Context: an optimization exercise on an open-source flow, tuned for a short achievable clock period and few clock cycles per item. The choices shown serve that exercise and are no tape-out recipe. Function was checked by simulation only, so behaviour that the tests miss may differ from the original. The flow treats the clock pin as an ideal source. Dropping or thinning the clock tree relies on that and would not hold on a real chip. Power and IR drop assume default switching activity.

==> delta: inputs <==
// selective_repeat_receive_window
module selective_repeat_receive_window (
   input  logic                clock,
   input  logic                reset,
   input  logic                req_valid,
   output logic                req_stall,
   input  logic [srrw_pkg::SEQ_W-1:0]    req_seq_value,
   input  logic [srrw_pkg::HANDLE_W-1:0] req_payload_handle,
   input  logic [srrw_pkg::LEN_W-1:0]    req_payload_len,
   input  logic [srrw_pkg::HEAD_W-1:0]   req_head_bytes,
   output logic                rsp_valid,
   input  logic                rsp_stall,
   output logic [srrw_pkg::KIND_W-1:0]   rsp_kind,
   output logic [srrw_pkg::SEQ_W-1:0]    rsp_ack_seq,
   output logic [srrw_pkg::HANDLE_W-1:0] rsp_out_handle,
   output logic [srrw_pkg::LEN_W-1:0]    rsp_out_len,
   output logic                rsp_last
);
export LEC_CHECK = 0
export ABC_CLOCK_PERIOD_IN_PS = 1200
export CAP_MARGIN = 20
export CORE_MARGIN = 2
export CORE_UTILIZATION = 40
export SETUP_SLACK_MARGIN = 1.25
export SLEW_MARGIN = 20
export TNS_END_PERCENT = 100
create_clock -name core_clock -period 3.0 [get_ports {clock}]
standard.sh (not shown) runs the stock make flow with config.mk's settings and CLKGATE_MAP_FILE= SYNTH_SCRIPT=/design/flow/synth_recipe.tcl, a recipe that flattens the netlist after the stock synthesis.
==> flow/flow/run.sh <==
#!/bin/bash
# Own layout flow: the standard ORFS flow (standard.sh) with two changes.
#  - Ports are buffered with buf_4 cells instead of the smallest buffer in the library.
#  - The clock tree comes from flow/mycts.tcl, sourced before CTS in place of TritonCTS: the
#    clock port drives four root buffers, each root drives the leaf buffers of a quadrant, each
#    leaf buffer drives a cluster of about 20 nearby flip-flops.
# Everything else (synthesis, floorplan, placement, timing repair, routing, finishing) is the
# standard flow. The make output goes to standard.log; each ORFS step keeps its own log under
# orfs/logs.
set -euo pipefail
W=$(pwd)
bash standard.sh finish \
   "PRE_CTS_TCL=$W/flow/mycts.tcl" \
   "BUFFER_PORTS_ARGS=-buffer_cell sky130_fd_sc_hd__buf_4" > "$W/standard.log" 2>&1
Other scripts of this flow, unchanged in this note and not shown: flow/flow/mycts.tcl
==> yarrow: changes against delta <==
--- a/flow/design.v
+++ b/flow/design.v
@@ -85,83 +85,59 @@
    input  logic [srrw_pkg::SLOTS-1:0]    s_oh,
    input  logic [srrw_pkg::BLK_W-1:0]    blk,
    input  logic [srrw_pkg::SEQ_W-1:0]    seq,
    input  logic [srrw_pkg::PAIR_W-1:0]   pair,
    input  logic                          rsp_stall,
    output logic                          stall_ff,
-   output logic                          ready_ff,
    output logic                          rsp_valid,
    output logic [srrw_pkg::KIND_W-1:0]   rsp_kind,
    output logic [srrw_pkg::SEQ_W-1:0]    rsp_ack_seq,
    output logic [srrw_pkg::HANDLE_W-1:0] rsp_out_handle,
    output logic [srrw_pkg::LEN_W-1:0]    rsp_out_len,
    output logic                          rsp_last
 );
    localparam int S = srrw_pkg::SLOTS;
    localparam int P = srrw_pkg::PAIR_W;
-   localparam int G = 4;                   
    logic                        rel_ff, rel_in;
    logic [S-1:0]                ptr_ff;
    logic [S-1:0]                pend_ff;
    logic [srrw_pkg::WINDOW-2:0] cnt_ff;    
+   logic                        pn_ff;
    logic [4:0]                  c0_ff;
    logic [5:0]                  c1_ff;
    logic [6:0]                  c2_ff;
-   logic                        out_v, out_nv;
+   logic                        out_v;
    logic [srrw_pkg::KIND_W-1:0] out_kind;
    logic [srrw_pkg::SEQ_W-1:0]  out_seq;
    logic [P-1:0]                out_pair;
    logic                        out_last;
    logic                        sk_v, sk_fin, sk_last;
    logic [srrw_pkg::SEQ_W-1:0]  sk_seq;
-   logic                        hold, hit, dat, adv, last_rel, sk_in, run_end;
+   logic                        hold, hit, dat, adv, last_rel, sk_in;
    logic [S-1:0]                ptr_r1, ptr_r2;
-   logic [P-1:0]                wb_pair;
+   logic [P-1:0]                rd0, rd1, rd0_ff, rd1_ff, wb_pair;
+   logic                        adv_ff;
    logic [S-1:0]                wb_we;
-   logic [S-1:0]                rp_ff;     
-   logic [3:0]                  idx_ff;    
-   logic [P-1:0]                a_part [G];
-   logic [P-1:0]                a_part_ff [G];
-   logic [3:0]                  a_idx_ff;
-   logic                        a_byp_ff;
-   logic [P-1:0]                a_bpair_ff;
-   logic [P-1:0]                b_data;
-   logic [P-1:0]                pre_ff [4];
-   logic [3:0]                  pp_ff;     
-   logic [3:0]                  pp_in;
-   logic [P-1:0]                pre_sel;
-   logic                        pp_sel;
    assign ptr_r1 = {ptr_ff[S-2:0], ptr_ff[S-1]};
    assign ptr_r2 = {ptr_ff[S-3:0], ptr_ff[S-1:S-2]};
-   assign hold     = !out_nv && rsp_stall;
+   assign hold     = out_v && rsp_stall;
    assign hit      = (blk == {1'b0, c0_ff}) || (blk == c1_ff) || ({1'b0, blk} == c2_ff);
    assign dat      = take && !fin;
    assign adv      = rel_ff && !sk_v && !hold;
-   always_comb begin
-      pre_sel = '0;
-      pp_sel  = pp_ff[0];
-      for (int k = 1; k <= 4; k++) begin
-         if (cnt_ff[k-1] && (k == 4 || !cnt_ff[k % 4])) begin
-            pre_sel = pre_ff[k-1];
-            pp_sel  = (k == 4) ? 1'b0 : pp_ff[k % 4];
-         end
-      end
-   end
-   assign last_rel = !pp_sel;
-   assign run_end  = adv && last_rel;
-   assign rel_in   = rel_ff ? !run_end : (dat && hit);
+   assign last_rel = cnt_ff[srrw_pkg::WINDOW-2] || !pn_ff;
+   assign rel_in   = rel_ff ? !(adv && last_rel) : (dat && hit);
    assign sk_in    = sk_v ? hold : (take && hold);
    always_ff @(posedge clock) begin
       if (reset) begin
          wb_we <= '0;
-      end else begin
-         wb_we <= (ready_ff && dat) ? s_oh : '0;
+      end else if (!stall_ff) begin
+         wb_we <= dat ? s_oh : '0;
       end
    end
    always_ff @(posedge clock) begin
-      if (ready_ff) begin
+      if (!stall_ff) begin
          wb_pair <= pair;
       end
    end
    logic [P-1:0] st [S];
    genvar g;
    generate
@@ -173,96 +149,51 @@
             end
          end
          assign st[g] = st_ff;
       end
    endgenerate
    always_comb begin
-      for (int j = 0; j < G; j++) begin
-         a_part[j] = '0;
-         for (int i = 8 * j; i < 8 * j + 8 && i < S; i++) begin
-            a_part[j] = a_part[j] | (st[i] & {P{rp_ff[i]}});
-         end
+      rd0 = '0;
+      rd1 = '0;
+      for (int i = 0; i < S; i++) begin
+         rd0 = rd0 | (st[i] & {P{ptr_ff[i]}});
+         rd1 = rd1 | (st[i] & {P{ptr_r1[i]}});
       end
    end
    always_ff @(posedge clock) begin
-      for (int j = 0; j < G; j++) begin
-         a_part_ff[j] <= a_part[j];
-      end
-      a_idx_ff   <= idx_ff;
-      a_byp_ff   <= |(wb_we & rp_ff);
-      a_bpair_ff <= wb_pair;
-   end
-   always_comb begin
-      b_data = '0;
-      for (int j = 0; j < G; j++) begin
-         b_data = b_data | a_part_ff[j];
-      end
-      if (a_byp_ff) begin
-         b_data = a_bpair_ff;
-      end
-   end
-   always_ff @(posedge clock) begin
-      for (int k = 0; k < 4; k++) begin
-         if (a_idx_ff[k]) begin
-            pre_ff[k] <= b_data;
-         end
-      end
-   end
-   always_comb begin
-      for (int k = 0; k < 4; k++) begin
-         pp_in[k] = 1'b0;
-         for (int i = 0; i < S; i++) begin
-            pp_in[k] = pp_in[k] | ((pend_ff[i] | wb_we[i]) & ptr_ff[(i + S - 1 - k) % S]);
-         end
-      end
-   end
-   always_ff @(posedge clock) begin
-      if (!rel_ff) begin
-         pp_ff <= pp_in;
-      end
+      rd0_ff <= rd0;
+      rd1_ff <= rd1;
+      adv_ff <= adv;
    end
    always_ff @(posedge clock) begin
       if (reset) begin
          rel_ff   <= 1'b0;
          stall_ff <= 1'b0;
-         ready_ff <= 1'b1;
          ptr_ff   <= {{(S-1){1'b0}}, 1'b1};
-         rp_ff    <= {{(S-2){1'b0}}, 2'b10};
-         idx_ff   <= 4'b0001;
          c0_ff    <= 5'd0;
          c1_ff    <= 6'd31;
          c2_ff    <= 7'd62;
          pend_ff  <= '0;
          cnt_ff   <= '0;
+         pn_ff    <= 1'b0;
       end else begin
          rel_ff   <= rel_in;
          stall_ff <= rel_in || sk_in;
-         ready_ff <= !(rel_in || sk_in);
-         if (rel_ff) begin
-            if (run_end) begin
-               rp_ff  <= ptr_r2;
-               idx_ff <= 4'b0001;
-            end else begin
-               rp_ff  <= {rp_ff[S-2:0], rp_ff[S-1]};
-               idx_ff <= {idx_ff[2:0], 1'b0};
-            end
-         end else if (dat && hit) begin
-            rp_ff  <= {rp_ff[S-2:0], rp_ff[S-1]};
-            idx_ff <= 4'b0010;
-         end
          if (adv) begin
+            pn_ff   <= |(ptr_r2 & pend_ff);
             cnt_ff  <= {cnt_ff[srrw_pkg::WINDOW-3:0], 1'b1};
             pend_ff <= pend_ff & ~ptr_ff;
             ptr_ff  <= ptr_r1;
             c0_ff   <= (c0_ff == 5'd30) ? 5'd0 : c0_ff + 5'd1;
             c1_ff   <= (c1_ff == 6'd61) ? 6'd31 : c1_ff + 6'd1;
             c2_ff   <= (c2_ff == 7'd92) ? 7'd62 : c2_ff + 7'd1;
-         end else begin
-            pend_ff <= pend_ff | (wb_we & ~ptr_ff);
-            if (dat) begin
-               cnt_ff <= '0;
+         end else if (dat) begin
+            pn_ff  <= |(ptr_r1 & pend_ff);
+            cnt_ff <= '0;
+            if (!hit) begin
+               pend_ff <= pend_ff | s_oh;
             end
          end
       end
    end
    srrw_queue u_queue (
       .clock   (clock),
@@ -276,30 +207,28 @@
       .fin_ff  (sk_fin),
       .last_ff (sk_last),
       .seq_ff  (sk_seq)
    );
    always_ff @(posedge clock) begin
       if (reset) begin
-         out_v  <= 1'b0;
-         out_nv <= 1'b1;
+         out_v <= 1'b0;
       end else if (!hold) begin
-         out_v  <= sk_v || rel_ff || take;
-         out_nv <= !(sk_v || rel_ff || take);
+         out_v <= sk_v || rel_ff || take;
       end
    end
    always_ff @(posedge clock) begin
       if (!hold) begin
          if (sk_v) begin
             out_kind <= sk_fin ? srrw_pkg::KIND_FIN : srrw_pkg::KIND_ACK;
             out_seq  <= sk_seq;
             out_pair <= '0;
             out_last <= sk_last;
          end else if (rel_ff) begin
             out_kind <= srrw_pkg::KIND_REL;
             out_seq  <= '0;
-            out_pair <= cnt_ff[0] ? pre_sel : wb_pair;
+            out_pair <= !cnt_ff[0] ? wb_pair : adv_ff ? rd1_ff : rd0_ff;
             out_last <= last_rel;
          end else begin
             out_kind <= fin ? srrw_pkg::KIND_FIN : srrw_pkg::KIND_ACK;
             out_seq  <= fin ? {srrw_pkg::SEQ_W{1'b0}} : seq;
             out_pair <= '0;
             out_last <= fin || !hit;
@@ -328,19 +257,19 @@
    output logic [srrw_pkg::KIND_W-1:0]   rsp_kind,
    output logic [srrw_pkg::SEQ_W-1:0]    rsp_ack_seq,
    output logic [srrw_pkg::HANDLE_W-1:0] rsp_out_handle,
    output logic [srrw_pkg::LEN_W-1:0]    rsp_out_len,
    output logic                rsp_last
 );
-   logic                        stall_ff, ready_ff, take, fin;
+   logic                        stall_ff, take, fin;
    logic [srrw_pkg::SLOTS-1:0]  s_oh;
    assign req_stall = stall_ff;
    srrw_front u_front (
       .clock          (clock),
       .reset          (reset),
-      .acc            (req_valid && ready_ff),
+      .acc            (req_valid && !stall_ff),
       .req_seq_value  (req_seq_value),
       .req_head_bytes (req_head_bytes),
       .take           (take),
       .fin            (fin),
       .s_oh           (s_oh)
    );
@@ -352,13 +281,12 @@
       .s_oh           (s_oh),
       .blk            (req_seq_value[srrw_pkg::SEQ_W-1 -: srrw_pkg::BLK_W]),
       .seq            (req_seq_value),
       .pair           ({req_payload_handle, req_payload_len}),
       .rsp_stall      (rsp_stall),
       .stall_ff       (stall_ff),
-      .ready_ff       (ready_ff),
       .rsp_valid      (rsp_valid),
       .rsp_kind       (rsp_kind),
       .rsp_ack_seq    (rsp_ack_seq),
       .rsp_out_handle (rsp_out_handle),
       .rsp_out_len    (rsp_out_len),
       .rsp_last       (rsp_last)
--- a/flow/config.mk
+++ b/flow/config.mk
@@ -6,9 +6,9 @@
 export NUM_CORES = 4
 export LEC_CHECK = 0
 export ABC_CLOCK_PERIOD_IN_PS = 1200
 export CAP_MARGIN = 20
 export CORE_MARGIN = 2
 export CORE_UTILIZATION = 40
-export SETUP_SLACK_MARGIN = 1.25
+export SETUP_SLACK_MARGIN = 1.4
 export SLEW_MARGIN = 20
-export TNS_END_PERCENT = 100
+export TNS_END_PERCENT = 10
==> notes <==
- Clock skew: yarrow is lower than delta (0.0030 ns).
- delta passed the timing, design-rule and antenna checks. yarrow produced a clean layout.
- In yarrow the core utilization is higher than in delta, by 2.2 points.
- Between yarrow and delta, the lower setup slack is in yarrow (gap 0.078 ns).
- In yarrow the routed wire length is larger than in delta, by 38%.
- Combinational power: yarrow is smaller than delta (23%).
- Between delta and yarrow, the lower hold slack is in delta (gap 0.0063 ns).
==> figures <==
| item | yarrow | delta |
|---|---|---|
| Fraction of final layout cells sized beyond drive strength 1 | 22.2% | 18.1% |
| Net Count, Synth | 4409 | 4300 |
| Synth Area in XOR/XNOR | 0.428% | 0.380% |
| Final sequential cell count | 1630 | 1968 |
| Area share of and/or/nand/nor cells after synthesis | 6.17% | 5.39% |
| Overall die width | 409 microns | 420 microns |
| Combined flip-flop and latch cell area | 0.0471 sq mm | 0.0556 sq mm |
| PwrDens | 491 mW/mm^2 | 579 mW/mm^2 |
| WL final | 298000 microns | 217000 microns |
| Transition time at the pin with the least slew margin | 1.08 ns | 1.14 ns |
| Result of the run | finished clean | finished clean |
| Die outline area | 0.167 sq mm | 0.176 sq mm |
| GPL Wtd Cong | 0.912 | 0.929 |
| First-pass GRT wire length | 393000 microns | 296000 microns |
Testbench counts of delta, summed over its fixed seeds: cycles 14,337, packets 8,000.
Testbench counts of yarrow, summed over its fixed seeds: cycles 14,337, packets 8,000.
In every run of this note, the design's own scripts or RTL, not TritonCTS, make the clock network.

==> port drivers added, routing unchanged <==
The results above use ideal ports. As a check the final layouts listed here were re-extracted and re-timed, cells and wires unchanged. Step 1 assumes that a clkbuf_16 drives the clock port and a buf_2 every other input. Step 2 times the ports against the registers' clock, not the clock port: input delays grow and output delays shrink by t, the midpoint of the rising clock arrivals with the driver on. Three values: ideal, step 1, step 2; two values: the first two.
run	shift t [ns]	setup slack, ns	slew at the worst register clock pin (ns)
delta	0.774	1.040 / 0.963 / 0.503	0.09 / 0.09
yarrow	0.774	0.962 / 0.925 / 0.772	0.09 / 0.09
After both steps every run listed still meets setup and hold. The setup slack of delta, which loses most, moves by -0.077 ns with the drivers and by -0.537 ns with both steps.
